This design comes from an exercise in tuning for small area and a short achievable clock period on the open sky130 flow, not from production work.
Where RTL was checked, it was by simulation tests only, not by an equivalence proof against the original.
For runs 1 to 3 and 5, only the layout was checked, not whether the RTL still works.
No activity file was given, so power comes from the tool's default toggle rates.

$ cat flow/design.v
package fpu_pkg;
	typedef logic [31:0] float_t;         
	typedef logic signed [31:0] word_t;   
	typedef logic [7:0] exp_t;            
	typedef logic [22:0] frac_t;          
	localparam exp_t EXP_BIAS = 8'd127;
	localparam exp_t EXP_SPECIAL = 8'd255;   
	localparam exp_t EXP_INT_MIN = 8'd150;   
	localparam exp_t EXP_FTOI_MAX = 8'd158;  
	typedef struct packed {
		logic [5:0] op1;  
		logic [4:0] fmt;  
		logic [5:0] op2;  
	} fpu_instr_t;
	localparam logic [5:0] OPC_COP1 = 6'b010001;
	localparam logic [4:0] FMT_S = 5'b10000;
	localparam logic [4:0] FMT_W_TO_S = 5'b00100;  
	localparam logic [4:0] FMT_S_TO_W = 5'b00000;  
	localparam logic [5:0] FN_ABS = 6'd5;
	localparam logic [5:0] FN_NEG = 6'd7;
	localparam logic [5:0] FN_FLOOR = 6'd15;
	localparam logic [5:0] FN_CVT = 6'd0;  
	typedef logic [2:0] op_code_t;
	localparam op_code_t OP_ABS = 3'd0;
	localparam op_code_t OP_NEG = 3'd1;
	localparam op_code_t OP_FLOOR = 3'd2;
	localparam op_code_t OP_FTOI = 3'd3;
	localparam op_code_t OP_ITOF = 3'd4;
	typedef struct packed {
		logic invalid;
		logic div0;     
		logic nan;
		logic ovf;
	} fpu_exc_t;
endpackage
`timescale 1ns/1ns
module fpu_decode (
	input logic [16:0] instr_w,
	output logic is_abs,
	output logic is_neg,
	output logic is_floor,
	output logic is_ftoi,
	output logic is_itof,
	output logic src_int,        
	output logic invalid
);
	logic cop1;
	logic fmt_s;
	logic cvt;
	assign cop1 = (instr_w[16:11] == 6'b010001);
	assign fmt_s = (instr_w[10:6] == 5'b10000);
	assign cvt = (instr_w[5:0] == 6'd0);
	assign is_abs = cop1 & fmt_s & (instr_w[5:0] == 6'd5);
	assign is_neg = cop1 & fmt_s & (instr_w[5:0] == 6'd7);
	assign is_floor = cop1 & fmt_s & (instr_w[5:0] == 6'd15);
	assign is_ftoi = cop1 & cvt & (instr_w[10:6] == 5'b00000);
	assign is_itof = cop1 & cvt & (instr_w[10:6] == 5'b00100);
	assign src_int = instr_w[8];
	assign invalid = ~(is_abs | is_neg | is_floor | is_ftoi | is_itof);
endmodule
`timescale 1ns/1ns
module fp_floor (
	input logic [31:0] x,
	input logic en,              
	output logic [22:0] frac,
	output logic cin,
	output logic tiny,           
	output logic neg_one         
);
	logic s;
	logic [7:0] e;
	logic [22:0] f;
	logic is_nan;
	logic [22:0] clr;            
	assign s = x[31];
	assign e = x[30:23];
	assign f = x[22:0];
	assign is_nan = (e == 8'hff) && (f != '0);
	assign tiny = (e < 8'd127);
	assign neg_one = s & (x[30:0] != '0);
	always_comb begin
		for (int i = 0; i < 23; i++) begin
			clr[i] = en & (e < 8'(150 - i));  
		end
	end
	assign cin = s & (|(f & clr));
	always_comb begin
		frac = f | {en & is_nan, 22'd0};   
		for (int i = 0; i < 23; i++) begin
			if (clr[i]) begin
				frac[i] = cin;
			end
		end
	end
endmodule
`timescale 1ns/1ns
module fp_to_int (
	input logic [31:0] x,
	output logic [33:0] d,       
	output logic [4:0] r,        
	output logic in_range,       
	output logic small,          
	output logic min_int,        
	output logic ovf,
	output logic nan
);
	logic s;
	logic [7:0] e;
	logic [22:0] f;
	assign s = x[31];
	assign e = x[30:23];
	assign f = x[22:0];
	assign d = {1'b1, f, 10'd0};
	assign r = ~e[4:0];
	assign in_range = (e >= 8'd128) && (e <= 8'd157);
	assign small = (e[7:1] == 7'b0111111);
	assign nan = (e == 8'hff) && (f != '0);
	assign min_int = s && (e == 8'd158) && (f == '0);
	assign ovf = ((e > 8'd158) && !nan) || ((e == 8'd158) && !(s && (f == '0)));
endmodule
`timescale 1ns/1ns
module int_to_fp (
	input logic s,
	input logic [31:0] u,        
	input logic [31:0] n,        
	output logic [4:0] lz,
	output logic [31:0] a,
	output logic cin
);
	logic z;
	logic [4:0] lead;
	logic [7:0] e;
	logic [15:0] z1;
	logic [15:0] c1;
	logic [7:0] z2;
	logic [1:0] c2 [8];
	logic [3:0] z3;
	logic [2:0] c3 [4];
	logic [1:0] z4;
	logic [3:0] c4 [2];
	always_comb begin
		for (int j = 0; j < 16; j++) begin
			z1[j] = ~(u[2*j+1] | u[2*j]);
			c1[j] = ~u[2*j+1];
		end
		for (int j = 0; j < 8; j++) begin
			z2[j] = z1[2*j+1] & z1[2*j];
			c2[j] = z1[2*j+1] ? {1'b1, c1[2*j]} : {1'b0, c1[2*j+1]};
		end
		for (int j = 0; j < 4; j++) begin
			z3[j] = z2[2*j+1] & z2[2*j];
			c3[j] = z2[2*j+1] ? {1'b1, c2[2*j]} : {1'b0, c2[2*j+1]};
		end
		for (int j = 0; j < 2; j++) begin
			z4[j] = z3[2*j+1] & z3[2*j];
			c4[j] = z3[2*j+1] ? {1'b1, c3[2*j]} : {1'b0, c3[2*j+1]};
		end
	end
	assign z = z4[1] & z4[0];
	assign lz = z4[1] ? {1'b1, c4[0]} : {1'b0, c4[1]};
	assign lead = ~lz;
	assign e = z ? {1'b0, {6{s}}, 1'b0} : (8'd127 + {3'd0, lead});
	assign cin = s ? (n[7] | (n[8] & (&n[6:0])))
		: (n[7] & (n[8] | (|n[6:0])));
	assign a = {s, e, n[30:8]};
endmodule
`timescale 1ns/1ns
module fpu_result (
	input logic clk,
	input logic rst_n,
	input logic is_abs,
	input logic is_neg,
	input logic is_floor,
	input logic is_ftoi,
	input logic is_itof,
	input logic src_int,
	input logic invalid,
	input logic [31:0] x1,
	input logic [31:0] x2,
	input logic [22:0] fl_frac,
	input logic fl_cin,
	input logic fl_tiny,
	input logic fl_neg_one,
	input logic [33:0] ft_d,
	input logic [4:0] ft_r,
	input logic ft_in_range,
	input logic ft_small,
	input logic ft_min_int,
	input logic ft_ovf,
	input logic ft_nan,
	output logic [31:0] it_u,
	input logic [4:0] it_lz,
	output logic [31:0] it_n,
	input logic [31:0] it_a,
	input logic it_cin,
	output logic [31:0] y,
	output logic [3:0] exc
);
	logic sel_x;
	logic sel_ft;
	logic ft_lo;
	logic sel_it;
	logic fl_small;
	logic sgn;
	logic sh_s;
	logic [33:0] sh_d;
	logic [4:0] sh_r;
	logic [31:0] sh_o;
	logic [31:0] a;
	logic cin;
	logic [3:0] exc_d;
	always_comb begin
		for (int i = 0; i < 32; i++) begin
			sh_d[i] = src_int ? x2[31 - i] : ft_d[i];
		end
	end
	assign sh_d[33:32] = src_int ? 2'b00 : ft_d[33:32];
	assign sh_s = src_int ? x2[31] : x1[31];
	assign sh_r = src_int ? it_lz : ft_r;
	logic [33:0] sh_0;
	logic [33:0] sh_1;
	logic [33:0] sh_2;
	logic [33:0] sh_3;
	logic [33:0] sh_4;
	logic [33:0] sh_5;
	assign sh_0 = sh_d ^ {34{sh_s}};
	assign sh_1 = sh_r[4] ? {{16{sh_s}}, sh_0[33:16]} : sh_0;
	assign sh_2 = sh_r[3] ? {{8{sh_s}}, sh_1[33:8]} : sh_1;
	assign sh_3 = sh_r[2] ? {{4{sh_s}}, sh_2[33:4]} : sh_2;
	assign sh_4 = sh_r[1] ? {{2{sh_s}}, sh_3[33:2]} : sh_3;
	assign sh_5 = sh_r[0] ? {sh_s, sh_4[33:1]} : sh_4;
	assign sh_o = sh_5[31:0];
	always_comb begin
		for (int i = 0; i < 32; i++) begin
			it_u[i] = sh_0[31 - i];
			it_n[i] = sh_o[31 - i];
		end
	end
	assign sel_x = rst_n & (is_abs | is_neg | (is_floor & ~fl_tiny));
	assign sel_ft = rst_n & is_ftoi & ft_in_range;
	assign ft_lo = rst_n & is_ftoi & ft_small;
	assign sel_it = rst_n & is_itof;
	assign fl_small = rst_n & is_floor & fl_tiny;
	assign sgn = is_neg ? ~x1[31] : (x1[31] & ~is_abs);
	assign a = ({32{sel_x}} & {sgn, x1[30:23], fl_frac})
		| ({32{sel_ft}} & {x1[31], sh_o[31:1]})
		| ({32{sel_it}} & it_a)
		| ({32{ft_lo}} & ({32{x1[31]}} ^ {31'd0, x1[23]}))
		| {(fl_small & x1[31]) | (rst_n & is_ftoi & ft_min_int), 1'b0, {7{fl_small & fl_neg_one}}, 23'd0};
	assign cin = (sel_x & fl_cin) | (sel_ft & sh_o[0]) | (sel_it & it_cin)
		| (ft_lo & (x1[31] ^ (~x1[23] | x1[22])));
	assign exc_d = {rst_n & invalid, 1'b0, rst_n & is_ftoi & ft_nan, rst_n & is_ftoi & ft_ovf};
	logic [31:0] a_q;
	logic cin_q;
	always_ff @(posedge clk) begin
		a_q <= a;
		cin_q <= cin;
		exc <= exc_d;
	end
	logic [7:0] grp;             
	logic [7:0] gpre;            
	logic [7:0] gc;              
	logic [31:0] c;              
	always_comb begin
		for (int j = 0; j < 8; j++) begin
			grp[j] = &a_q[4*j +: 4];
		end
		gpre[0] = 1'b1;
		gpre[1] = grp[0];
		gpre[2] = grp[0] & grp[1];
		gpre[3] = gpre[2] & grp[2];
		gpre[4] = gpre[2] & grp[2] & grp[3];
		gpre[5] = gpre[4] & grp[4];
		gpre[6] = gpre[4] & grp[4] & grp[5];
		gpre[7] = gpre[6] & grp[6];
		for (int j = 0; j < 8; j++) begin
			gc[j] = cin_q & gpre[j];
			c[4*j] = gc[j];
			c[4*j+1] = gc[j] & a_q[4*j];
			c[4*j+2] = gc[j] & a_q[4*j] & a_q[4*j+1];
			c[4*j+3] = gc[j] & a_q[4*j] & a_q[4*j+1] & a_q[4*j+2];
		end
	end
	assign y = a_q ^ c;
endmodule
`timescale 1ns/1ns
module fpu_unit (
	input logic clk,
	input logic rst_n,
	input logic [16:0] instr,
	input logic [31:0] x1,    
	input logic signed [31:0] x2,     
	output logic [31:0] y,
	output logic [3:0] exc
);
	logic is_abs, is_neg, is_floor, is_ftoi, is_itof, src_int, invalid;
	logic [22:0] fl_frac;
	logic fl_cin;
	logic fl_tiny;
	logic fl_neg_one;
	logic [33:0] ft_d;
	logic [4:0] ft_r;
	logic ft_in_range;
	logic ft_small;
	logic ft_min_int;
	logic ft_ovf;
	logic ft_nan;
	logic [31:0] it_u;
	logic [4:0] it_lz;
	logic [31:0] it_n;
	logic [31:0] it_a;
	logic it_cin;
	fpu_decode fpu_decode_i (
		.instr_w  (instr),
		.is_abs   (is_abs),
		.is_neg   (is_neg),
		.is_floor (is_floor),
		.is_ftoi  (is_ftoi),
		.is_itof  (is_itof),
		.src_int  (src_int),
		.invalid  (invalid)
	);
	fp_floor fp_floor_i (
		.x       (x1),
		.en      (is_floor),
		.frac    (fl_frac),
		.cin     (fl_cin),
		.tiny    (fl_tiny),
		.neg_one (fl_neg_one)
	);
	fp_to_int fp_to_int_i (
		.x        (x1),
		.d        (ft_d),
		.r        (ft_r),
		.in_range (ft_in_range),
		.small    (ft_small),
		.min_int  (ft_min_int),
		.ovf      (ft_ovf),
		.nan      (ft_nan)
	);
	int_to_fp int_to_fp_i (
		.s   (x2[31]),
		.u   (it_u),
		.n   (it_n),
		.lz  (it_lz),
		.a   (it_a),
		.cin (it_cin)
	);
	fpu_result fpu_result_i (
		.clk         (clk),
		.rst_n       (rst_n),
		.is_abs      (is_abs),
		.is_neg      (is_neg),
		.is_floor    (is_floor),
		.is_ftoi     (is_ftoi),
		.is_itof     (is_itof),
		.src_int     (src_int),
		.invalid     (invalid),
		.x1          (x1),
		.x2          (x2),
		.fl_frac     (fl_frac),
		.fl_cin      (fl_cin),
		.fl_tiny     (fl_tiny),
		.fl_neg_one  (fl_neg_one),
		.ft_d        (ft_d),
		.ft_r        (ft_r),
		.ft_in_range (ft_in_range),
		.ft_small    (ft_small),
		.ft_min_int  (ft_min_int),
		.ft_ovf      (ft_ovf),
		.ft_nan      (ft_nan),
		.it_u        (it_u),
		.it_lz       (it_lz),
		.it_n        (it_n),
		.it_a        (it_a),
		.it_cin      (it_cin),
		.y           (y),
		.exc         (exc)
	);
endmodule
$ cat flow/flow/run.sh
#!/bin/bash
# standard layout, with plain buffers on the ports instead of delay buffers
set -euo pipefail
export BUFFER_PORTS_ARGS="-buffer_cell sky130_fd_sc_hd__buf_1"
bash standard.sh finish > standard.log 2>&1
$ cat flow/standard.sh
#!/bin/bash
# synth_recipe.tcl (not shown) runs the flow's synth.tcl, then flattens the netlist and writes it again
# the make line also repeats each setting of config.mk as NAME=value (left out here)
make -C /OpenROAD-flow-scripts/flow DESIGN_CONFIG=/design/flow/config.mk WORK_HOME=/design/flow/orfs CLKGATE_MAP_FILE= SYNTH_SCRIPT=/design/flow/synth_recipe.tcl "${@:-finish}"
$ cat flow/config.mk
export PLATFORM = sky130hd
export DESIGN_NAME = fpu_unit
export DESIGN_NICKNAME = fpu_unit
export VERILOG_FILES = /design/flow/design.v
export SDC_FILE = /design/flow/constraint.sdc
export NUM_CORES = 4
export LEC_CHECK = 0
export ABC_AREA = 1
export CAP_MARGIN = 20
export CORE_MARGIN = 2
export CORE_UTILIZATION = 65
export SETUP_SLACK_MARGIN = 3.3
export SLEW_MARGIN = 20
$ cat flow/constraint.sdc
create_clock -name core_clock -period 8.0 [get_ports {clk}]
set_input_delay 1.6000 -clock core_clock [delete_from_list [all_inputs] [get_ports {clk}]]
set_output_delay 1.6000 -clock core_clock [all_outputs]
set_load 0.01 [all_outputs]
==> flow_summary.ini, run 1 <==
[status]
status = complete, no violations

[critical_path]
crit_fanout = 42
worstSetupStartpointType = input pin
critical-path-top-delay-family = simple AND/OR/NAND/NOR gates
cp-startpoint = x1[31]
end_kind = flip-flop
critPathBufInv = 6
path_common_cell = nand2_1
critical_path_required_ps = 8240
crit_slowest_cell = a21oi_1
worst_ep_arrival_time_ps = 4810
critPathMaxStageDelay_ps = 290
critPathKind = input pin to flip-flop

[floorplan]
initial_core_util_pct = 67.1
dieWidth_um = 107
die_area_um2 = 11500
coreArea_um2 = 10300
row_count = 37
ios = 119
fp.dieH_um = 107

[global_route]
grt_max_degree = 48
grt_overflow = 0
grt_util_all_layers_pct = 42.1
antenna_found_initial = 0
first_global_vias = 7617
grt_pass1_wl_um = 38400

[place]
numPortBuffers = 117
gp_congestion = 1.04
place_inst = 1440
dpl.hpwl_um = 19700

[routing]
antenna_left = 0
routed_wl_um = 25800
dr.pass1.iters = 6
wl_met1_um = 9710
wire_per_inst_um = 17.6
dr.max_layer_used = met4
dr_wl_met3_um = 3150
viasPerCell = 6.26
wl_met2_um = 11100
drt_iter0_drc = 1362
vias = 9150
drc_errors = 0

[run]
maxCapViolCount = 0

[layout]
drive_gt1_share_pct = 8.98
final_util_pct = 72.7
nets = 1432
syn_to_final_growth_pct = 8.46
antennaDiodeCount = 0
final_cells = 1461

[synthesis]
syn_avg_cell_area_um2 = 5.55
synth_flop_cell = dfxtp_1
synthesis.nets = 1355
synth-edff-count = 0
ys_ff_latch = 36
synth_seq_area_share_pct = 10.4
synth_cell_types = 45
synthCells = 1247
async_reset_ff_share_pct = 0
synth_area_um2 = 6920
yosysWarningCount = 7

[hold_path]
hp-start = rst_n
hold_path.class = input pin to flip-flop

[sta]
final-hold-violation-count = 0
fin_crit_sh_pct = 57.1
setup_violations = 0
fmax_mhz = 219
setup_tns_ps = 0
period_needed_ps = 4570
rsz0062_at_grt = true
drv_slew = 0
tightest_slew_ps = 1040
relSlewSlack_pct = 30.6

[clocking]
htreeDepth = 2
cts-root-buf = clkbuf_8
cts_buffer_depth = 2
cts_tree = yes
cts_sinks = 36
clk_pin_slew_ps = 70
cts_hold_buf = 0
cts_buffers = 5

[pwr]
power.total_mw = 0.796
powerDensity_nw_per_um2 = 106
p_leak_nw = 3.71
irDropWorstVdd_mv = 0.0945
-- power by group --
part / internal, mW / total (mW) / switching [mW]
Clock: 0.0704 / 0.139 / 0.0689
Sequential: 0.179 / 0.179 / 0.0000754
Combinational: 0.138 / 0.477 / 0.338
Total: 0.388 / 0.796 / 0.407
-- stage by stage --
step | cell area [um2] | setup WS, ps | hold slack [ps]
finish | 7510 | 3430 | 1590
detailed placement | 7090 | 2110 | 1890
CTS | 7260 | 3360 | 1580
floorplan | 6920 | 4070 | 1730
global route | 7510 | 3230 | 1600
global placement | 7090 | 2180 | 1870
-- cell usage in the layout (no fill, tap or decap), types with 25 or more instances in the layout --
cell type and instances:
o21ai_1 44, dfxtp_1 36, nand3_1 141, nand2_1 429, o21ai_0 73, ha_1 25
buf_1 114, nor2_1 59, o211ai_1 26, a21oi_1 62, inv_1 110
-- cell type report --
| type | count | area [um2] |
|---|---|---|
| Clock buffer | 6 | 82.6 |
| Clock inverter | 2 | 13.8 |
| Fill cell | 974 | 2820 |
| Inverter | 119 | 477 |
| Multi-Input combinational cell | 1032 | 5470 |
| Sequential cell | 36 | 721 |
| Tap cell | 136 | 170 |
| Timing Repair Buffer | 130 | 572 |
-- per-layer routing --
metal / vias up / global-route usage (%)
met2: 757 / 66.8
met4: 0 / 23.7
met1: 3947 / 55.4
met5: - / 0
li1: 4307 / -
met3: 139 / 4.62
-- logic make-up (layout without fill, tap and decap cells) --
family          count (synthesis)  in the layout  synth area share [%]
fa+ha+maj                      25             25                  4.52
other cells                     1              1                0.0542
flops                          36             36                  10.4
simple gates                  729            734                  47.6
buf+inv                       184            257                  13.6
xor+xnor                       18             18                  2.28
mux                             8              8                  1.16
compound gates                246            246                  20.4
-- worst paths after layout --
check / slack [ps] / end / cells past startpoint
worst max-delay path: 3430 / fpu_result_i.cin_q$_DFF_P_ / 25
worst min-delay path: 1590 / fpu_result_i.exc[3]$_DFF_P_ / 3
-- flip-flops by register name, indices dropped and copies added, names as in the netlist --
name / cells
fpu_result_i.cin_q: 1
fpu_result_i.a_q: 32
fpu_result_i.exc: 3
-- cell usage after synthesis, types with 2 or more instances --
| library cell | number | area [um2] |
|---|---|---|
| o221ai_1 | 2 | 17.5 |
| buf_6 | 26 | 293 |
| a211oi_1 | 2 | 15.0 |
| nand2_4 | 9 | 101 |
| nor2_1 | 60 | 225 |
| xor2_1 | 12 | 105 |
| a21oi_1 | 62 | 310 |
| or2_2 | 2 | 12.5 |
| nand3_4 | 3 | 52.6 |
| o21ai_0 | 76 | 380 |
| o21a_1 | 3 | 22.5 |
| o211ai_1 | 26 | 195 |
| clkinv_1 | 2 | 7.51 |
| clkbuf_1 | 11 | 41.3 |
| o21ai_2 | 9 | 78.8 |
| buf_4 | 8 | 60.1 |
| o21ai_1 | 47 | 235 |
| nor2_4 | 4 | 45.0 |
| a31oi_1 | 3 | 18.8 |
| dfxtp_1 | 36 | 721 |
| mux2i_1 | 8 | 80.1 |
| nor4_1 | 12 | 75.1 |
| nand3_2 | 15 | 150 |
| nor2_2 | 6 | 37.5 |
| ha_1 | 25 | 313 |
| or2_1 | 6 | 37.5 |
| nand2_2 | 13 | 81.3 |
| inv_2 | 6 | 22.5 |
| inv_1 | 110 | 413 |
| a221oi_1 | 4 | 35.0 |
| nand2_1 | 431 | 1620 |
| nand4_1 | 14 | 87.6 |
| nor3_1 | 12 | 60.1 |
| xnor2_1 | 6 | 52.6 |
| o22ai_1 | 7 | 43.8 |
| buf_2 | 19 | 95.1 |
| nand3_1 | 142 | 711 |
-- timing repair --
action	in CTS	in global routing
pin swaps	1	4
gates cloned	1	4
endpoints found under the setup margin	32	33
gates resized for setup	13	37
buffers inserted	3	5
==> run 2: changes to the inputs <==
--- a/flow/design.v
+++ b/flow/design.v
@@ -63,4 +63,3 @@
 	input logic [31:0] x,
-	input logic en,              
-	output logic [22:0] frac,
+	output logic [31:0] a,
 	output logic cin,
@@ -82,3 +81,3 @@
 		for (int i = 0; i < 23; i++) begin
-			clr[i] = en & (e < 8'(150 - i));  
+			clr[i] = (e < 8'(150 - i));  
 		end
@@ -87,6 +86,6 @@
 	always_comb begin
-		frac = f | {en & is_nan, 22'd0};   
+		a = {s, e, f | {is_nan, 22'd0}};
 		for (int i = 0; i < 23; i++) begin
 			if (clr[i]) begin
-				frac[i] = cin;
+				a[i] = cin;
 			end
@@ -98,6 +97,5 @@
 	input logic [31:0] x,
-	output logic [33:0] d,       
+	output logic [31:0] d,       
 	output logic [4:0] r,        
 	output logic in_range,       
-	output logic small,          
 	output logic min_int,        
@@ -112,6 +110,5 @@
 	assign f = x[22:0];
-	assign d = {1'b1, f, 10'd0};
-	assign r = ~e[4:0];
-	assign in_range = (e >= 8'd128) && (e <= 8'd157);
-	assign small = (e[7:1] == 7'b0111111);
+	assign d = {1'b1, f, 8'd0};
+	assign r = 5'(5'd29 - e[4:0]);   
+	assign in_range = (e >= 8'd126) && (e <= 8'd157);
 	assign nan = (e == 8'hff) && (f != '0);
@@ -122,5 +119,5 @@
 module int_to_fp (
-	input logic s,
-	input logic [31:0] u,        
+	input logic [31:0] x,
 	input logic [31:0] n,        
+	output logic [31:0] d,       
 	output logic [4:0] lz,
@@ -129,2 +126,4 @@
 );
+	logic s;
+	logic [31:0] u;
 	logic z;
@@ -132,2 +131,9 @@
 	logic [7:0] e;
+	assign s = x[31];
+	assign u = x ^ {32{s}};
+	always_comb begin
+		for (int i = 0; i < 32; i++) begin
+			d[i] = u[31 - i];
+		end
+	end
 	logic [15:0] z1;
@@ -179,3 +185,3 @@
 	input logic [31:0] x2,
-	input logic [22:0] fl_frac,
+	input logic [31:0] fl_a,
 	input logic fl_cin,
@@ -183,6 +189,5 @@
 	input logic fl_neg_one,
-	input logic [33:0] ft_d,
+	input logic [31:0] ft_d,
 	input logic [4:0] ft_r,
 	input logic ft_in_range,
-	input logic ft_small,
 	input logic ft_min_int,
@@ -190,3 +195,3 @@
 	input logic ft_nan,
-	output logic [31:0] it_u,
+	input logic [31:0] it_d,
 	input logic [4:0] it_lz,
@@ -198,10 +203,9 @@
 );
-	logic sel_x;
+	logic sel_sgn;
+	logic sel_fl;
 	logic sel_ft;
-	logic ft_lo;
 	logic sel_it;
 	logic fl_small;
-	logic sgn;
 	logic sh_s;
-	logic [33:0] sh_d;
+	logic [31:0] sh_d;
 	logic [4:0] sh_r;
@@ -211,26 +215,16 @@
 	logic [3:0] exc_d;
-	always_comb begin
-		for (int i = 0; i < 32; i++) begin
-			sh_d[i] = src_int ? x2[31 - i] : ft_d[i];
-		end
-	end
-	assign sh_d[33:32] = src_int ? 2'b00 : ft_d[33:32];
 	assign sh_s = src_int ? x2[31] : x1[31];
+	assign sh_d = src_int ? it_d : (ft_d ^ {32{x1[31]}});
 	assign sh_r = src_int ? it_lz : ft_r;
-	logic [33:0] sh_0;
-	logic [33:0] sh_1;
-	logic [33:0] sh_2;
-	logic [33:0] sh_3;
-	logic [33:0] sh_4;
-	logic [33:0] sh_5;
-	assign sh_0 = sh_d ^ {34{sh_s}};
-	assign sh_1 = sh_r[4] ? {{16{sh_s}}, sh_0[33:16]} : sh_0;
-	assign sh_2 = sh_r[3] ? {{8{sh_s}}, sh_1[33:8]} : sh_1;
-	assign sh_3 = sh_r[2] ? {{4{sh_s}}, sh_2[33:4]} : sh_2;
-	assign sh_4 = sh_r[1] ? {{2{sh_s}}, sh_3[33:2]} : sh_3;
-	assign sh_5 = sh_r[0] ? {sh_s, sh_4[33:1]} : sh_4;
-	assign sh_o = sh_5[31:0];
+	logic [31:0] sh_1;
+	logic [31:0] sh_2;
+	logic [31:0] sh_3;
+	logic [31:0] sh_4;
+	assign sh_1 = sh_r[4] ? {{16{sh_s}}, sh_d[31:16]} : sh_d;
+	assign sh_2 = sh_r[3] ? {{8{sh_s}}, sh_1[31:8]} : sh_1;
+	assign sh_3 = sh_r[2] ? {{4{sh_s}}, sh_2[31:4]} : sh_2;
+	assign sh_4 = sh_r[1] ? {{2{sh_s}}, sh_3[31:2]} : sh_3;
+	assign sh_o = sh_r[0] ? {sh_s, sh_4[31:1]} : sh_4;
 	always_comb begin
 		for (int i = 0; i < 32; i++) begin
-			it_u[i] = sh_0[31 - i];
 			it_n[i] = sh_o[31 - i];
@@ -238,15 +232,13 @@
 	end
-	assign sel_x = rst_n & (is_abs | is_neg | (is_floor & ~fl_tiny));
+	assign sel_sgn = rst_n & (is_abs | is_neg);
+	assign sel_fl = rst_n & is_floor & ~fl_tiny;
 	assign sel_ft = rst_n & is_ftoi & ft_in_range;
-	assign ft_lo = rst_n & is_ftoi & ft_small;
 	assign sel_it = rst_n & is_itof;
 	assign fl_small = rst_n & is_floor & fl_tiny;
-	assign sgn = is_neg ? ~x1[31] : (x1[31] & ~is_abs);
-	assign a = ({32{sel_x}} & {sgn, x1[30:23], fl_frac})
+	assign a = ({32{sel_sgn}} & {is_neg & ~x1[31], x1[30:0]})
+		| ({32{sel_fl}} & fl_a)
 		| ({32{sel_ft}} & {x1[31], sh_o[31:1]})
 		| ({32{sel_it}} & it_a)
-		| ({32{ft_lo}} & ({32{x1[31]}} ^ {31'd0, x1[23]}))
 		| {(fl_small & x1[31]) | (rst_n & is_ftoi & ft_min_int), 1'b0, {7{fl_small & fl_neg_one}}, 23'd0};
-	assign cin = (sel_x & fl_cin) | (sel_ft & sh_o[0]) | (sel_it & it_cin)
-		| (ft_lo & (x1[31] ^ (~x1[23] | x1[22])));
+	assign cin = (sel_fl & fl_cin) | (sel_ft & sh_o[0]) | (sel_it & it_cin);
 	assign exc_d = {rst_n & invalid, 1'b0, rst_n & is_ftoi & ft_nan, rst_n & is_ftoi & ft_ovf};
@@ -261,4 +253,3 @@
 	logic [7:0] gpre;            
-	logic [7:0] gc;              
-	logic [31:0] c;              
+	logic [31:0] pre;            
 	always_comb begin
@@ -268,18 +259,13 @@
 		gpre[0] = 1'b1;
-		gpre[1] = grp[0];
-		gpre[2] = grp[0] & grp[1];
-		gpre[3] = gpre[2] & grp[2];
-		gpre[4] = gpre[2] & grp[2] & grp[3];
-		gpre[5] = gpre[4] & grp[4];
-		gpre[6] = gpre[4] & grp[4] & grp[5];
-		gpre[7] = gpre[6] & grp[6];
+		for (int j = 1; j < 8; j++) begin
+			gpre[j] = gpre[j-1] & grp[j-1];
+		end
 		for (int j = 0; j < 8; j++) begin
-			gc[j] = cin_q & gpre[j];
-			c[4*j] = gc[j];
-			c[4*j+1] = gc[j] & a_q[4*j];
-			c[4*j+2] = gc[j] & a_q[4*j] & a_q[4*j+1];
-			c[4*j+3] = gc[j] & a_q[4*j] & a_q[4*j+1] & a_q[4*j+2];
+			pre[4*j] = gpre[j];
+			pre[4*j+1] = gpre[j] & a_q[4*j];
+			pre[4*j+2] = gpre[j] & a_q[4*j] & a_q[4*j+1];
+			pre[4*j+3] = gpre[j] & a_q[4*j] & a_q[4*j+1] & a_q[4*j+2];
 		end
 	end
-	assign y = a_q ^ c;
+	assign y = a_q ^ ({32{cin_q}} & pre);
 endmodule
@@ -296,3 +282,3 @@
 	logic is_abs, is_neg, is_floor, is_ftoi, is_itof, src_int, invalid;
-	logic [22:0] fl_frac;
+	logic [31:0] fl_a;
 	logic fl_cin;
@@ -300,6 +286,5 @@
 	logic fl_neg_one;
-	logic [33:0] ft_d;
+	logic [31:0] ft_d;
 	logic [4:0] ft_r;
 	logic ft_in_range;
-	logic ft_small;
 	logic ft_min_int;
@@ -307,3 +292,3 @@
 	logic ft_nan;
-	logic [31:0] it_u;
+	logic [31:0] it_d;
 	logic [4:0] it_lz;
@@ -324,4 +309,3 @@
 		.x       (x1),
-		.en      (is_floor),
-		.frac    (fl_frac),
+		.a       (fl_a),
 		.cin     (fl_cin),
@@ -335,3 +319,2 @@
 		.in_range (ft_in_range),
-		.small    (ft_small),
 		.min_int  (ft_min_int),
@@ -341,5 +324,5 @@
 	int_to_fp int_to_fp_i (
-		.s   (x2[31]),
-		.u   (it_u),
+		.x   (x2),
 		.n   (it_n),
+		.d   (it_d),
 		.lz  (it_lz),
@@ -360,3 +343,3 @@
 		.x2          (x2),
-		.fl_frac     (fl_frac),
+		.fl_a        (fl_a),
 		.fl_cin      (fl_cin),
@@ -367,3 +350,2 @@
 		.ft_in_range (ft_in_range),
-		.ft_small    (ft_small),
 		.ft_min_int  (ft_min_int),
@@ -371,3 +353,3 @@
 		.ft_nan      (ft_nan),
-		.it_u        (it_u),
+		.it_d        (it_d),
 		.it_lz       (it_lz),
--- a/flow/config.mk
+++ b/flow/config.mk
@@ -10,4 +10,5 @@
 export CORE_MARGIN = 2
-export CORE_UTILIZATION = 65
-export SETUP_SLACK_MARGIN = 3.3
+export CORE_UTILIZATION = 40
+export CTS_BUF_LIST = sky130_fd_sc_hd__clkbuf_8
+export SETUP_SLACK_MARGIN = 3.6
 export SLEW_MARGIN = 20
==> run 2 against run 1 <==
Die area rose by 58%. First-iteration DRC count fell by 26%. Sequential cell count did not move. Maximum frequency rose by 5.9%. Combinational power fell by 7.1%. Non-clock buffer count rose by 17. Global-route usage fell by 16 points. Sequential power barely moved. Critical endpoint is now fpu_result_i.a_q[13]$_DFF_P_. Largest power group unchanged.
==> flow_summary.ini, run 2 <==
[floorplan]
row_count = 47
coreArea_um2 = 16600
dieWidth_um = 135
die_area_um2 = 18200
initial_core_util_pct = 41.2
fp.dieH_um = 135
ios = 119

[critical_path]
worst_ep_arrival_time_ps = 4440
end_kind = flip-flop
critPathMaxStageDelay_ps = 310
critical-path-top-delay-family = compound AO/OA/AOI/OAI gates
critical_path_required_ps = 8120
cp_cell_sequence = buf_1 -> inv_1 -> a21oi_2 -> nor2_1 -> inv_2 -> a21oi_1 -> a31oi_1 -> inv_1 -> nand2_1 -> o2111ai_1 -> nor2_1 -> nand4_1 -> buf_4 -> nand2_2 -> nand2_1 -> a22oi_1 -> nand3_1
crit_fanout = 12
critPathKind = input pin to flip-flop
critPathBufInv = 5
worstSetupStartpointType = input pin
crit_slowest_cell = a21oi_2

[pwr]
internal-power_mw = 0.380
irDropWorstVdd_mv = 0.0569
p_switching_mw = 0.366
clkPwrFrac_pct = 16.5
power_frac_comb_pct = 59.4
sw_frac_of_total_pct = 49.1
seqPwrFrac_pct = 24.1
powerDensity_nw_per_um2 = 96.6
p_leak_nw = 3.65

[synthesis]
syn_avg_cell_area_um2 = 5.46
synth.most_common_cell = nand2_1
synthesis.nets = 1344
ys_ff_latch = 36
synthTopCellsByArea = nand2_1, nand3_1, dfxtp_1
synthCells = 1256
synth_top_area_share_pct = 23.6
synth_commonest_cells = nand2_1, nand3_1, inv_1
synth_area_um2 = 6860
synth_cell_types = 55
yosysWarningCount = 6
synth_flop_cell = dfxtp_1
synth-edff-count = 0
synth_largest_area_cell = nand2_1
synth-compound-area-share_pct = 19.4
synthAdderAreaFrac_pct = 0.912
yosys.area_share.simple_pct = 49.6
synth_xor_xnor_area_share_pct = 5.84
async_reset_ff_share_pct = 0
muxShareOfSynthArea_pct = 0.876
synth_seq_area_share_pct = 10.5
synth_top_family_by_area = simple AND/OR/NAND/NOR gates

[layout]
syn_to_final_growth_pct = 12.7
layout_common_cells = nand2_1, nand3_1, inv_1, buf_1, nor2_1
largest_reg_flops = 32
reg_top3 = fpu_result_i.a_q: 32 flops, fpu_result_i.exc: 3 flops, fpu_result_i.cin_q: 1 flops
largest-register = fpu_result_i.a_q
final_cells = 1574
drive_gt1_share_pct = 9.90
antennaDiodeCount = 0
nets = 1441
mostFrequentLayoutCell = nand2_1

[clocking]
htreeDepth = 2
clk_pin_slew_ps = 60
cts_tree = yes
cts-root-buf = clkbuf_8
cts_sinks = 36
cts_buffers = 5
cts_buffer_depth = 2

[hold_path]
hold_path.class = input pin to flip-flop

[routing]
dr.pass1.iters = 6
wire_per_inst_um = 16.0
vias = 8613
drt_iter0_drc = 1007
antenna_left = 0
viasPerCell = 5.47
drc_errors = 0
routed_wl_um = 25200

[sta]
final-hold-violation-count = 0
rsz0062_at_grt = true
drv_slew = 0
setup_tns_ps = 0
relSlewSlack_pct = 38.1
tightest_slew_ps = 920
fin_crit_sh_pct = 54.0
fmax_mhz = 232
period_needed_ps = 4320
setup_violations = 0

[place]
dpl.hpwl_um = 19800
gp_congestion = 0.962
place_inst = 1543
numPortBuffers = 117

[global_route]
antenna_found_initial = 0
grt_pass1_wl_um = 38600
grt_max_degree = 46
grt_util_all_layers_pct = 26.6
first_global_vias = 7315
grt_overflow = 0

[status]
status = complete, no violations

[run]
maxCapViolCount = 0
[run 2: metrics by stage]
stage          worst slack (ps)  cell area [um2]  util, %  total power, mW  hold WS (ps)
2_1_floorplan              3950             6860        -            0.503          1730
3_3_place_gp               2860             7260     43.6            0.599          1890
3_5_place_dp               2840             7260     43.6            0.599          1900
4_1_cts                    3590             7450     44.8            0.728          1610
5_1_grt                    3470             7730     46.4            0.805          1650
6_report                   3680             7730     46.4            0.746          1620
[run 2: cells by family after synthesis]
kind of cell    after synthesis
compound gates              216
xor+xnor                     44
fa+ha+maj                     5
buf+inv                     187
flops                        36
mux                           6
other cells                   1
simple gates                761
[run 2: area by class of cell]
| type | instances | area (um2) |
|---|---|---|
| flip-flops and latches | 36 | 727 |
| clock inverters | 2 | 7.51 |
| fillers | 1837 | 8910 |
| inverters | 127 | 509 |
| clock buffers | 6 | 82.6 |
| multi-input cells | 1036 | 5430 |
| repair buffers | 147 | 696 |
| well taps | 220 | 275 |
[run 2: power groups by stage]
stage / clock network [mW] / logic (mW) / registers [mW]
after floorplan: 0 / 0.319 / 0.184
after global placement: 0 / 0.415 / 0.184
after detailed placement: 0 / 0.415 / 0.184
after CTS: 0.127 / 0.421 / 0.180
after global routing: 0.133 / 0.492 / 0.180
final: 0.123 / 0.443 / 0.180
[run 2: repair_timing]
item,in CTS,in global routing
cloned,1,2
resized for setup,18,39
pin swaps,5,9
setup buffers,5,15
setup endpoints to repair,38,36
hold buffers,0,0
[run 2: per-layer routing]
metal	share of wire (%)	track usage, %	vias to the layer above
met3	8.1	3.04	52
met1	44	37.0	3803
met5	0	0	-
li1	-	-	4352
met2	43	41.3	406
met4	4.5	11.5	0
[run 2: path summary, 6_finish.rpt]
| check | start | to | cells past startpoint |
|---|---|---|---|
| max | x1[29] | fpu_result_i.a_q[13]$_DFF_P_ | 17 |
| min | rst_n | fpu_result_i.exc[3]$_DFF_P_ | 3 |
==> run 3: changes to the inputs <==
--- a/flow/config.mk
+++ b/flow/config.mk
@@ -10,3 +10,3 @@
 export CORE_MARGIN = 2
-export CORE_UTILIZATION = 40
+export CORE_UTILIZATION = 50
 export CTS_BUF_LIST = sky130_fd_sc_hd__clkbuf_8
==> run 3 against run 2 <==
Sequential power is essentially flat. Non-clock buffer count grew 8. Setup slack gained 24 ps. Synthesized area is the same. Sequential share of layout area shrank 0.12 points. Sequential cell count is the same. Clock power grew 6%. Final area grew 1.2%. Via count grew 1.4%. Total power grew 2.1%. Synthesized cell count is the same. Routed wire length grew 1.2%. Critical path type unchanged.
==> flow_summary.ini, run 3 <==
[routing]
routed_wl_um = 25400
drc_errors = 0
vias = 8732
dr.pass1.iters = 7
wire_per_inst_um = 16.5
antenna_left = 0
viasPerCell = 5.67
drt_iter0_drc = 1313

[layout]
mostFrequentLayoutCell = nand2_1
n_fill_cell = 1414
antennaDiodeCount = 0
reg_top3 = fpu_result_i.a_q: 32 flops, fpu_result_i.exc: 3 flops, fpu_result_i.cin_q: 1 flops
layout_common_cells = nand2_1, nand3_1, inv_1, buf_1, nor2_1
drive_gt1_share_pct = 11.1
regArea_um2 = 726
largest_reg_flops = 32
largest-register = fpu_result_i.a_q
syn_to_final_growth_pct = 14.0
nets = 1451
multiInputGateArea_um2 = 5480

[clocking]
cts-root-buf = clkbuf_8
cts_buffers = 5
cts_sinks = 36
cts_tree = yes
htreeDepth = 2
cts_buffer_depth = 2
clk_pin_slew_ps = 70

[synthesis]
async_reset_ff_share_pct = 0
synth.most_common_cell = nand2_1
syn_avg_cell_area_um2 = 5.46
synth_cell_types = 55
synth_commonest_cells = nand2_1, nand3_1, inv_1
synthTopCellsByArea = nand2_1, nand3_1, dfxtp_1
synth-edff-count = 0
synthCells = 1256
synthesis.nets = 1344
synth_seq_area_share_pct = 10.5
synth_top_area_share_pct = 23.6
synth_largest_area_cell = nand2_1
yosysWarningCount = 6
synth_area_um2 = 6860
synth_flop_cell = dfxtp_1
ys_ff_latch = 36

[sta]
setup_tns_ps = 0
period_needed_ps = 4290
fmax_mhz = 233
final-hold-violation-count = 0
whs_ps = 1620
relSlewSlack_pct = 47.8
drv_slew = 0
setup_violations = 0
fin_crit_sh_pct = 53.7
rsz0062_at_grt = true
tightest_slew_ps = 780

[global_route]
grt_max_degree = 46
grt_util_all_layers_pct = 32.8
grt_overflow = 0
first_global_vias = 7418
grt_pass1_wl_um = 38400
antenna_found_initial = 0

[place]
dpl.hpwl_um = 19500
gp_congestion = 1.00
numPortBuffers = 117

[critical_path]
path_common_cell = nand2_1
end_kind = flip-flop
crit_slowest_cell = o21ai_4
critical_path_required_ps = 8160
worstSetupStartpointType = input pin
cp_cell_sequence = buf_1 -> nand2_1 -> inv_1 -> nand2_1 -> nand2_1 -> inv_1 -> o21ai_4 -> nand2_8 -> inv_4 -> o21ai_0 -> nand2_1 -> nand3_1 -> nand2_1 -> nor2_1 -> a31oi_2 -> nand2_1 -> nand3_1 -> nand3_1
critPathKind = input pin to flip-flop
worst_ep_arrival_time_ps = 4450
critPathMaxStageDelay_ps = 330
crit_fanout = 19

[floorplan]
row_count = 42
dieWidth_um = 121
ios = 119
initial_core_util_pct = 51.6
coreArea_um2 = 13300
die_area_um2 = 14700
fp.dieH_um = 121

[run]
maxCapViolCount = 0

[hold_path]
hold_path.class = input pin to flip-flop

[status]
status = complete, no violations

[pwr]
powerDensity_nw_per_um2 = 97.5
irDropWorstVdd_mv = 0.0557
p_leak_nw = 3.68
==> run 3: cell types whose count changed in the layout (fill, tap and decap cells not counted), moves of 3 or more <==
cell | previous run | this run
nand2_2 | 22 | 26
buf_4 | 26 | 33
o21ai_1 | 29 | 32
nand2_1 | 425 | 422
==> run 3: cell families (layout without fill, tap and decap cells) <==
kind of cell,count (synthesis),in the layout,synth area share [%]
and+or+nand+nor,761,765,49.6
AOI/OAI and AO/OA,216,216,19.4
buffers and inverters,187,291,12.8
xor gates and xnor gates,44,44,5.84
DFF,36,36,10.5
muxes,6,6,0.876
adders and majority gates,5,5,0.912
other,1,1,0.0547
==> run 3: final timing paths <==
path	to	slack (ps)	startpoint	cells after the start
setup / recovery	fpu_result_i.a_q[22]$_DFF_P_	3710	x1[26]	18
hold / removal	fpu_result_i.exc[3]$_DFF_P_	1620	rst_n	3
==> run 3: layer usage <==
| metal | vias to the layer above | track usage (%) | wire (um) |
|---|---|---|---|
| met5 | - | 0 | 0 |
| met4 | 0 | 12.5 | 974 |
| met3 | 65 | 3.81 | 2450 |
| met2 | 496 | 50.4 | 10900 |
| met1 | 3785 | 46.8 | 11100 |
| li1 | 4386 | - | - |
==> run 3: layout make-up <==
type                       instances  area share (%)
multi-input combinational       1037            70.1
timing repair buffer             155            10.1
sequential                        36            9.28
inverter                         127            6.53
tap                              176            2.82
clock buffer                       6            1.06
clock inverter                     2           0.144
timing repair inverter             1          0.0640
==> run 3: power by group <==
part / switching (mW) / internal [mW]
Clock: 0.0610 / 0.0686
Combinational: 0.315 / 0.137
Sequential: 0.000199 / 0.179
Total: 0.377 / 0.385
==> run 3: per-stage QoR <==
stage               power (mW)  instances  util, %  setup WS [ps]  area (um2)
floorplan                0.503       1256        -           3950        6860
global placement         0.596       1498     54.1           2850        7190
detailed placement       0.595       1498     54.1           2750        7190
CTS                      0.730       1512     55.5           3590        7380
global route             0.822       1540     58.8           3550        7820
finish                   0.762       1540     58.8           3710        7820
==> run 3: worst max-delay path: cells and delay by family <==
family,cells,cell delay (ps)
and+or+nand+nor,11,1350
AOI/OAI and AO/OA,3,820
buffers and inverters,4,660
==> run 3: repair_timing <==
| action | 4_1_cts | 5_1_grt |
|---|---|---|
| buffers inserted | 5 | 22 |
| pin swaps | 4 | 11 |
| endpoints found under the setup margin | 38 | 38 |
| hold buffers | 0 | 0 |
| gates resized for setup | 14 | 50 |
| endpoints found under the hold margin | 0 | 0 |
| cloned | 1 | 6 |
==> run 4: changes to the inputs <==
--- a/flow/design.v
+++ b/flow/design.v
@@ -43,3 +43,2 @@
 	output logic is_itof,
-	output logic src_int,        
 	output logic invalid
@@ -57,3 +56,2 @@
 	assign is_itof = cop1 & cvt & (instr_w[10:6] == 5'b00100);
-	assign src_int = instr_w[8];
 	assign invalid = ~(is_abs | is_neg | is_floor | is_ftoi | is_itof);
@@ -181,3 +179,2 @@
 	input logic is_itof,
-	input logic src_int,
 	input logic invalid,
@@ -215,5 +212,5 @@
 	logic [3:0] exc_d;
-	assign sh_s = src_int ? x2[31] : x1[31];
-	assign sh_d = src_int ? it_d : (ft_d ^ {32{x1[31]}});
-	assign sh_r = src_int ? it_lz : ft_r;
+	assign sh_s = is_itof ? x2[31] : x1[31];
+	assign sh_d = is_itof ? it_d : (ft_d ^ {32{x1[31]}});
+	assign sh_r = is_itof ? it_lz : ft_r;
 	logic [31:0] sh_1;
@@ -281,3 +278,3 @@
 );
-	logic is_abs, is_neg, is_floor, is_ftoi, is_itof, src_int, invalid;
+	logic is_abs, is_neg, is_floor, is_ftoi, is_itof, invalid;
 	logic [31:0] fl_a;
@@ -304,3 +301,2 @@
 		.is_itof  (is_itof),
-		.src_int  (src_int),
 		.invalid  (invalid)
@@ -339,3 +335,2 @@
 		.is_itof     (is_itof),
-		.src_int     (src_int),
 		.invalid     (invalid),
==> flow/flow/run.sh (replaced) <==
#!/bin/bash
# standard layout with two changes: plain buffers on the ports instead of
# delay buffers, and a power recovery (gate downsizing) after the global-route
# timing repair that keeps the setup margin
set -euo pipefail
W=$PWD
export BUFFER_PORTS_ARGS="-buffer_cell sky130_fd_sc_hd__buf_1"
export RECOVER_POWER=100
export PRE_GLOBAL_ROUTE_TCL=$W/flow/pre_grt.tcl
bash standard.sh finish > standard.log 2>&1
==> flow/flow/pre_grt.tcl (new file) <==
# power recovery after the global-route timing repair, held to the same
# setup margin as the repair itself, so it only downsizes gates that keep
# every path within the margin
proc recover_power_helper { } {
  if { $::env(RECOVER_POWER) == 0 } {
    return
  }
  set args [list -recover_power $::env(RECOVER_POWER) -verbose]
  if { [env_var_exists_and_non_empty SETUP_SLACK_MARGIN] } {
    lappend args -setup_margin $::env(SETUP_SLACK_MARGIN) -slack_margin $::env(SETUP_SLACK_MARGIN)
  }
  report_wns
  log_cmd repair_timing {*}$args
  report_wns
}
--- a/flow/config.mk
+++ b/flow/config.mk
@@ -10,3 +10,3 @@
 export CORE_MARGIN = 2
-export CORE_UTILIZATION = 50
+export CORE_UTILIZATION = 40
 export CTS_BUF_LIST = sky130_fd_sc_hd__clkbuf_8
==> run 4 against run 3 <==
Total power shrank 6.2%. Synthesized cell count grew 0.88%. Sequential share of layout area grew 0.37 points. Synthesized area is essentially flat. Setup slack lost 1500 ps. Critical endpoint is now fpu_result_i.cin_q$_DFF_P_. First-iteration DRC count shrank 41%. Largest cell class unchanged.
==> flow_summary.ini, run 4 <==
[status]
status = complete, no violations

[sta]
setup_tns_ps = 0
relSlewSlack_pct = 5.56
rsz0062_at_grt = true
final-hold-violation-count = 0
drv_slew = 0
tightest_slew_ps = 1420
fin_crit_sh_pct = 71.8
setup_violations = 0
fmax_mhz = 174
period_needed_ps = 5750

[synthesis]
ys_ff_latch = 36
yosysWarningCount = 6
synth.most_common_cell = nand2_1
synthCells = 1267
synth_cell_types = 51
synth_commonest_cells = nand2_1, nand3_1, inv_1
synthesis.nets = 1355
async_reset_ff_share_pct = 0
synth_largest_area_cell = nand2_1
synth_area_um2 = 6850
syn_avg_cell_area_um2 = 5.41
synth_seq_area_share_pct = 10.5
synthTopCellsByArea = nand2_1, nand3_1, dfxtp_1
synth_top_area_share_pct = 23.8
synth_flop_cell = dfxtp_1
synth-edff-count = 0

[floorplan]
die_area_um2 = 18200
row_count = 47
ios = 119
coreArea_um2 = 16600
dieWidth_um = 135
fp.dieH_um = 135
initial_core_util_pct = 41.2

[critical_path]
worst_ep_arrival_time_ps = 5930
crit_slowest_cell = clkinvlp_2
critical_path_depth = 21
critPathBufInv = 4
worstSetupStartpointType = input pin
critPathKind = input pin to flip-flop
cp_cell_sequence = buf_1 -> nor2_1 -> nand2_1 -> nor2_1 -> nand3_4 -> buf_12 -> clkinvlp_2 -> nand3_4 -> nand2_1 -> nor2_4 -> o21ai_0 -> o211ai_1 -> o21ai_0 -> nand2_1 -> nand3_1 -> nand2_1 -> nand2_1 -> nand3_1 -> o21ai_0 -> inv_1 -> nand2_1
critical-path-top-delay-family = simple AND/OR/NAND/NOR gates
path_common_cell = nand2_1
crit_fanout = 30
critical_path_required_ps = 8190
end_kind = flip-flop
critPathMaxStageDelay_ps = 1030

[clocking]
cts_tree = yes
clk_pin_slew_ps = 80
cts-root-buf = clkbuf_8
cts_hold_buf = 0
cts_sinks = 36
cts_buffer_depth = 2
cts_buffers = 5
htreeDepth = 2

[layout]
syn_to_final_growth_pct = 9.31
drive_gt1_share_pct = 7.86
reg_top3 = fpu_result_i.a_q: 32 flops, fpu_result_i.exc: 3 flops, fpu_result_i.cin_q: 1 flops
final_area_um2 = 7490
nets = 1435
largest-register = fpu_result_i.a_q
largest_reg_flops = 32
final_util_pct = 45.0
layout_common_cells = nand2_1, nand3_1, inv_1, buf_1, nor2_1
mostFrequentLayoutCell = nand2_1

[run]
maxCapViolCount = 0

[routing]
wire_per_inst_um = 16.4
vias = 8642
wl_met2_um = 11200
dr.max_layer_used = met4
antenna_left = 0
routed_wl_um = 25800
dr.pass1.iters = 5
drt_iter0_drc = 773
dr_wl_met3_um = 2060
wl_met1_um = 11300
drc_errors = 0
viasPerCell = 5.51

[global_route]
first_global_vias = 7592
grt_util_all_layers_pct = 27.5
grt_overflow = 0
grt_max_degree = 42
antenna_found_initial = 4
grt_pass1_wl_um = 39500

[place]
dpl.hpwl_um = 20300
gp_congestion = 1.04
numPortBuffers = 117
place_area_um2 = 7200

[hold_path]
hold_depth = 3
hold_path.class = input pin to flip-flop

[pwr]
powerDensity_nw_per_um2 = 95.4
irDropWorstVdd_mv = 0.0587
p_leak_nw = 3.53
==> run 4: cell types whose count changed after synthesis, sizes merged, moves of 6 or more <==
cell,change
a21oi,-9
a221oi,-7
nand2,+12
nand3,+13
nor2,+8
o21ai,+11
o221ai,-10
or2,-6
xnor2,+6
==> run 4: timing repair <==
item | 4_1_cts | 5_1_grt
endpoints found under the setup margin | 35 | 36
buffers inserted | 3 | 6
cloned | 1 | 1
resized for setup | 20 | 28
pin swaps | 6 | 8
==> run 4: final timing paths <==
kind      from                            to  slack (ps)
min     x1[12]  fpu_result_i.a_q[12]$_DFF_P_        1580
max   instr[3]    fpu_result_i.cin_q$_DFF_P_        2250
==> run 4: kinds of logic after synthesis <==
group                      synth area share, %
AOI/OAI and AO/OA                         18.0
other                                   0.0547
xor gates and xnor gates                  6.12
DFF                                       10.5
buffers and inverters                     12.7
muxes                                    0.292
and+or+nand+nor                           51.4
adders and majority gates                0.913
==> run 4: power by group <==
group | internal, mW | switching [mW]
Combinational | 0.116 | 0.278
Clock | 0.0679 | 0.0724
Sequential | 0.179 | 0.0000994
==> run 4: final cells by class <==
class / instances / area, um2
flip-flops and latches: 36 / 723
clock inverters: 2 / 7.51
clock buffers: 6 / 82.6
well taps: 220 / 275
multi-input cells: 1049 / 5360
inverters: 126 / 485
fillers: 1945 / 9150
repair buffers: 129 / 549
diodes: 1 / 2.50
==> run 4: through the flow <==
step                      hold slack (ps)  instances  setup slack (ps)  power (mW)
final                                1580       1569              2250       0.715
after global routing                 1620       1569              1970       0.766
after CTS                            1580       1561              3570       0.705
after detailed placement             1890       1549              2640       0.563
after global placement               1890       1549              2700       0.562
after floorplan                      1740       1267              4110       0.475
==> run 4: layer usage <==
metal | up-vias | track usage, %
li1 | 4321 | -
met1 | 3882 | 37.5
met2 | 372 | 43.1
met3 | 67 | 3.68
met4 | 0 | 12.4
met5 | - | 0
==> run 5: changes to the inputs <==
--- a/flow/design.v
+++ b/flow/design.v
@@ -215,11 +215,17 @@
 	assign sh_r = is_itof ? it_lz : ft_r;
-	logic [31:0] sh_1;
-	logic [31:0] sh_2;
-	logic [31:0] sh_3;
-	logic [31:0] sh_4;
-	assign sh_1 = sh_r[4] ? {{16{sh_s}}, sh_d[31:16]} : sh_d;
-	assign sh_2 = sh_r[3] ? {{8{sh_s}}, sh_1[31:8]} : sh_1;
-	assign sh_3 = sh_r[2] ? {{4{sh_s}}, sh_2[31:4]} : sh_2;
-	assign sh_4 = sh_r[1] ? {{2{sh_s}}, sh_3[31:2]} : sh_3;
-	assign sh_o = sh_r[0] ? {sh_s, sh_4[31:1]} : sh_4;
+	logic [3:0] hi;              
+	logic [3:0] mid;             
+	logic [31:0] sh_a;
+	logic [31:0] sh_b;
+	assign hi = 4'b0001 << sh_r[4:3];
+	assign mid = 4'b0001 << sh_r[2:1];
+	assign sh_a = ({32{hi[0]}} & sh_d)
+		| ({32{hi[1]}} & {{8{sh_s}}, sh_d[31:8]})
+		| ({32{hi[2]}} & {{16{sh_s}}, sh_d[31:16]})
+		| ({32{hi[3]}} & {{24{sh_s}}, sh_d[31:24]});
+	assign sh_b = ({32{mid[0]}} & sh_a)
+		| ({32{mid[1]}} & {{2{sh_s}}, sh_a[31:2]})
+		| ({32{mid[2]}} & {{4{sh_s}}, sh_a[31:4]})
+		| ({32{mid[3]}} & {{6{sh_s}}, sh_a[31:6]});
+	assign sh_o = sh_r[0] ? {sh_s, sh_b[31:1]} : sh_b;
 	always_comb begin
==> flow/flow/run.sh (replaced) <==
#!/bin/bash
# standard layout, with plain buffers on the ports instead of delay buffers
set -euo pipefail
export BUFFER_PORTS_ARGS="-buffer_cell sky130_fd_sc_hd__buf_1"
bash standard.sh finish > standard.log 2>&1
--- a/flow/config.mk
+++ b/flow/config.mk
@@ -10,3 +10,3 @@
 export CORE_MARGIN = 2
-export CORE_UTILIZATION = 40
+export CORE_UTILIZATION = 35
 export CTS_BUF_LIST = sky130_fd_sc_hd__clkbuf_8
removed: flow/flow/pre_grt.tcl
==> run 5 against run 4 <==
Largest power group unchanged. Global-route usage down 1.8 points. Utilization down 4.0 points. Still clean. Setup slack better by 1500 ps. First-iteration DRC count up 39%. Via count up 7.4%. Highest routed layer unchanged. Critical path type is now flip-flop to primary output. Maximum frequency up 35%. Final cell count up 9.6%. Routed wire length up 11%. Sequential power about the same. Final area up 7.4%.
==> flow_summary.ini, run 5 <==
[synthesis]
yosysWarningCount = 6
synth_flop_cell = dfxtp_1
synth.most_common_cell = nand2_1
synth_largest_area_cell = nand2_1
synth_top_area_share_pct = 26.0
ys_ff_latch = 36
synth_cell_types = 56
synthCells = 1348
synth-edff-count = 0
synth_seq_area_share_pct = 10.3
async_reset_ff_share_pct = 0
synthTopCellsByArea = nand2_1, dfxtp_1, inv_1
synth_area_um2 = 7030
synthesis.nets = 1436
synth_commonest_cells = nand2_1, inv_1, nor2_1
syn_avg_cell_area_um2 = 5.22

[layout]
largest-register = fpu_result_i.a_q
syn_to_final_growth_pct = 14.4
final_area_um2 = 8040
largest_reg_flops = 32
regArea_um2 = 726
mostFrequentLayoutCell = nand2_1
n_fill_cell = 2312
multiInputGateArea_um2 = 5520
antennaDiodeCount = 0
reg_top3 = fpu_result_i.a_q: 32 flops, fpu_result_i.exc: 3 flops, fpu_result_i.cin_q: 1 flops
drive_gt1_share_pct = 9.49
final_util_pct = 41.0
layout_common_cells = nand2_1, inv_1, nor2_1, buf_1, nand3_1
nets = 1542

[clocking]
cts_hold_buf = 0
cts_buffers = 5
cts_buffer_depth = 2
cts-root-buf = clkbuf_8
htreeDepth = 2
cts_tree = yes
cts_sinks = 36
clk_pin_slew_ps = 100

[sta]
drv_slew = 0
whs_ps = 1650
rsz0062_at_grt = true
final-hold-violation-count = 0
setup_violations = 0
fmax_mhz = 236
setup_tns_ps = 0
period_needed_ps = 4250
fin_crit_sh_pct = 53.1
relSlewSlack_pct = 31.5
tightest_slew_ps = 1030

[place]
numPortBuffers = 117
gp_congestion = 1.05
dpl.hpwl_um = 22700
place_area_um2 = 7530

[routing]
routed_wl_um = 28700
vias = 9285
dr.pass1.iters = 6
drt_iter0_drc = 1078
wire_per_inst_um = 16.7
antenna_left = 0
viasPerCell = 5.40
drc_errors = 0

[critical_path]
critical_path_required_ps = 6400
path_common_cell = nor2_4
worst_ep_arrival_time_ps = 2650
critPathMaxStageDelay_ps = 370
cp_cell_sequence = nand2_4 -> nor2_4 -> nand3_4 -> nor2_4 -> nand3_2 -> nor2_4 -> nand2_2 -> nor2_4 -> nand2_2 -> nor2_4 -> nand3_4 -> nor2_4 -> nand2_4 -> nor2_4 -> nand2_2 -> nor2_4 -> nand2_2 -> xnor2_1 -> buf_2
crit_fanout = 3
end_kind = primary output
worstSetupStartpointType = flip-flop
critPathKind = flip-flop to primary output
crit_slowest_cell = dfxtp_2

[global_route]
grt_overflow = 0
grt_util_all_layers_pct = 25.7
first_global_vias = 8246
antenna_found_initial = 1
grt_pass1_wl_um = 43800
grt_max_degree = 46

[pwr]
powerDensity_nw_per_um2 = 92.7
irDropWorstVdd_mv = 0.0598
p_leak_nw = 3.86

[floorplan]
die_area_um2 = 21200
fp.dieH_um = 146
initial_core_util_pct = 35.9
row_count = 51
ios = 119
dieWidth_um = 146
coreArea_um2 = 19600

[hold_path]
hold_depth = 3
hold_path.class = input pin to flip-flop

[run]
maxCapViolCount = 0

[status]
status = complete, no violations
-- run 5: cell count changes in the layout (fill, tap and decap cells not counted), moves of 21 or more --
cell / change
o21ai_0: -21
buf_4: +22
nand2_1: +43
inv_1: +43
nand3_1: -61
nor2_1: +45
-- run 5: layout make-up --
type                    instances  area share [%]
repair buffers                147            8.59
flip-flops and latches         36            9.03
multi-input cells            1089            68.7
clock buffers                   5           0.856
clock inverters                 2           0.156
inverters                     175            8.59
well taps                     265            4.12
-- run 5: path summary, 6_finish.rpt --
path,slack (ps),start,endpoint
worst max-delay path,3750,fpu_result_i.a_q[1]$_DFF_P_,y[23]
worst min-delay path,1650,rst_n,fpu_result_i.exc[3]$_DFF_P_
-- run 5: through the flow --
step / instances / setup WS [ps] / power [mW]
after CTS: 1702 / 3610 / 0.711
after floorplan: 1348 / 3950 / 0.470
after detailed placement: 1684 / 2230 / 0.573
after global placement: 1684 / 2290 / 0.573
final: 1719 / 3750 / 0.745
after global routing: 1719 / 3510 / 0.793
-- run 5: critical path, delay by kind of cell, from the launching register on --
family / cells / cell delay (ps)
simple gates: 17 / 1650
flops: 1 / 370
xor+xnor: 1 / 150
buf+inv: 1 / 150
-- run 5: cell families after synthesis --
group / after synthesis / synth area share [%]
and+or+nand+nor: 838 / 51.8
buffers and inverters: 226 / 14.0
AOI/OAI and AO/OA: 201 / 17.9
xor gates and xnor gates: 41 / 5.11
DFF: 36 / 10.3
adders and majority gates: 5 / 0.890
other: 1 / 0.0533
-- run 5: repair_timing --
item	in CTS	in global routing
pin swaps	10	16
buffers inserted	11	13
cloned	0	4
gates resized for setup	25	32
endpoints found under the setup margin	38	30
-- run 5: layer usage --
| metal | share of wire [%] | vias to the layer above | global-route usage [%] |
|---|---|---|---|
| met1 | 44 | 4185 | 34.6 |
| met2 | 44 | 469 | 41.9 |
| li1 | - | 4563 | - |
| met4 | 4.3 | 0 | 8.92 |
| met3 | 8.3 | 68 | 3.54 |
| met5 | 0 | - | 0 |
-- run 5: power by group --
group / internal (mW) / leakage (nW) / switching [mW]
Sequential: 0.179 / 0.292 / 0.0000857
Clock: 0.0592 / 0.0400 / 0.0790
Combinational: 0.126 / 3.52 / 0.301

re-timing with driven ports:
The flow's constraints put no driver on any port. The routed layouts listed below were extracted and timed again, unchanged, in two steps.
Step 1 assumes that a clkbuf_16 drives the clock port and a buf_2 every other input.
Step 2 moves the port delays by t, midway between the first and last clock arrival at a register: inputs arrive t later, outputs are due t later. That takes back most of the time a late clock gives input paths.
Three values: ideal ports, drivers, drivers and shift; two values: the first two.
run | shift t [ns] | setup slack, ns | worst hold slack (ns) | slew at the worst register clock pin (ns)
run 1 | 0.318 | 3.431 / 3.432 / 3.114 | 1.592 / 1.585 / 1.903 | 0.08 / 0.08
run 2 | 0.302 | 3.683 / 3.684 / 3.382 | 1.620 / 1.614 / 1.916 | 0.07 / 0.07
run 3 | 0.311 | 3.708 / 3.715 / 3.404 | 1.623 / 1.616 / 1.927 | 0.07 / 0.07
run 4 | 0.336 | 2.254 / 2.269 / 1.933 | 1.582 / 1.572 / 1.908 | 0.10 / 0.10
run 5 | 0.337 | 3.754 / 3.697 / 3.360 | 1.651 / 1.643 / 1.980 | 0.10 / 0.10
After both steps every run listed still meets setup and hold. For run 5, which loses most, drivers alone change the setup slack by -0.057 ns; drivers and shift together by -0.394 ns.
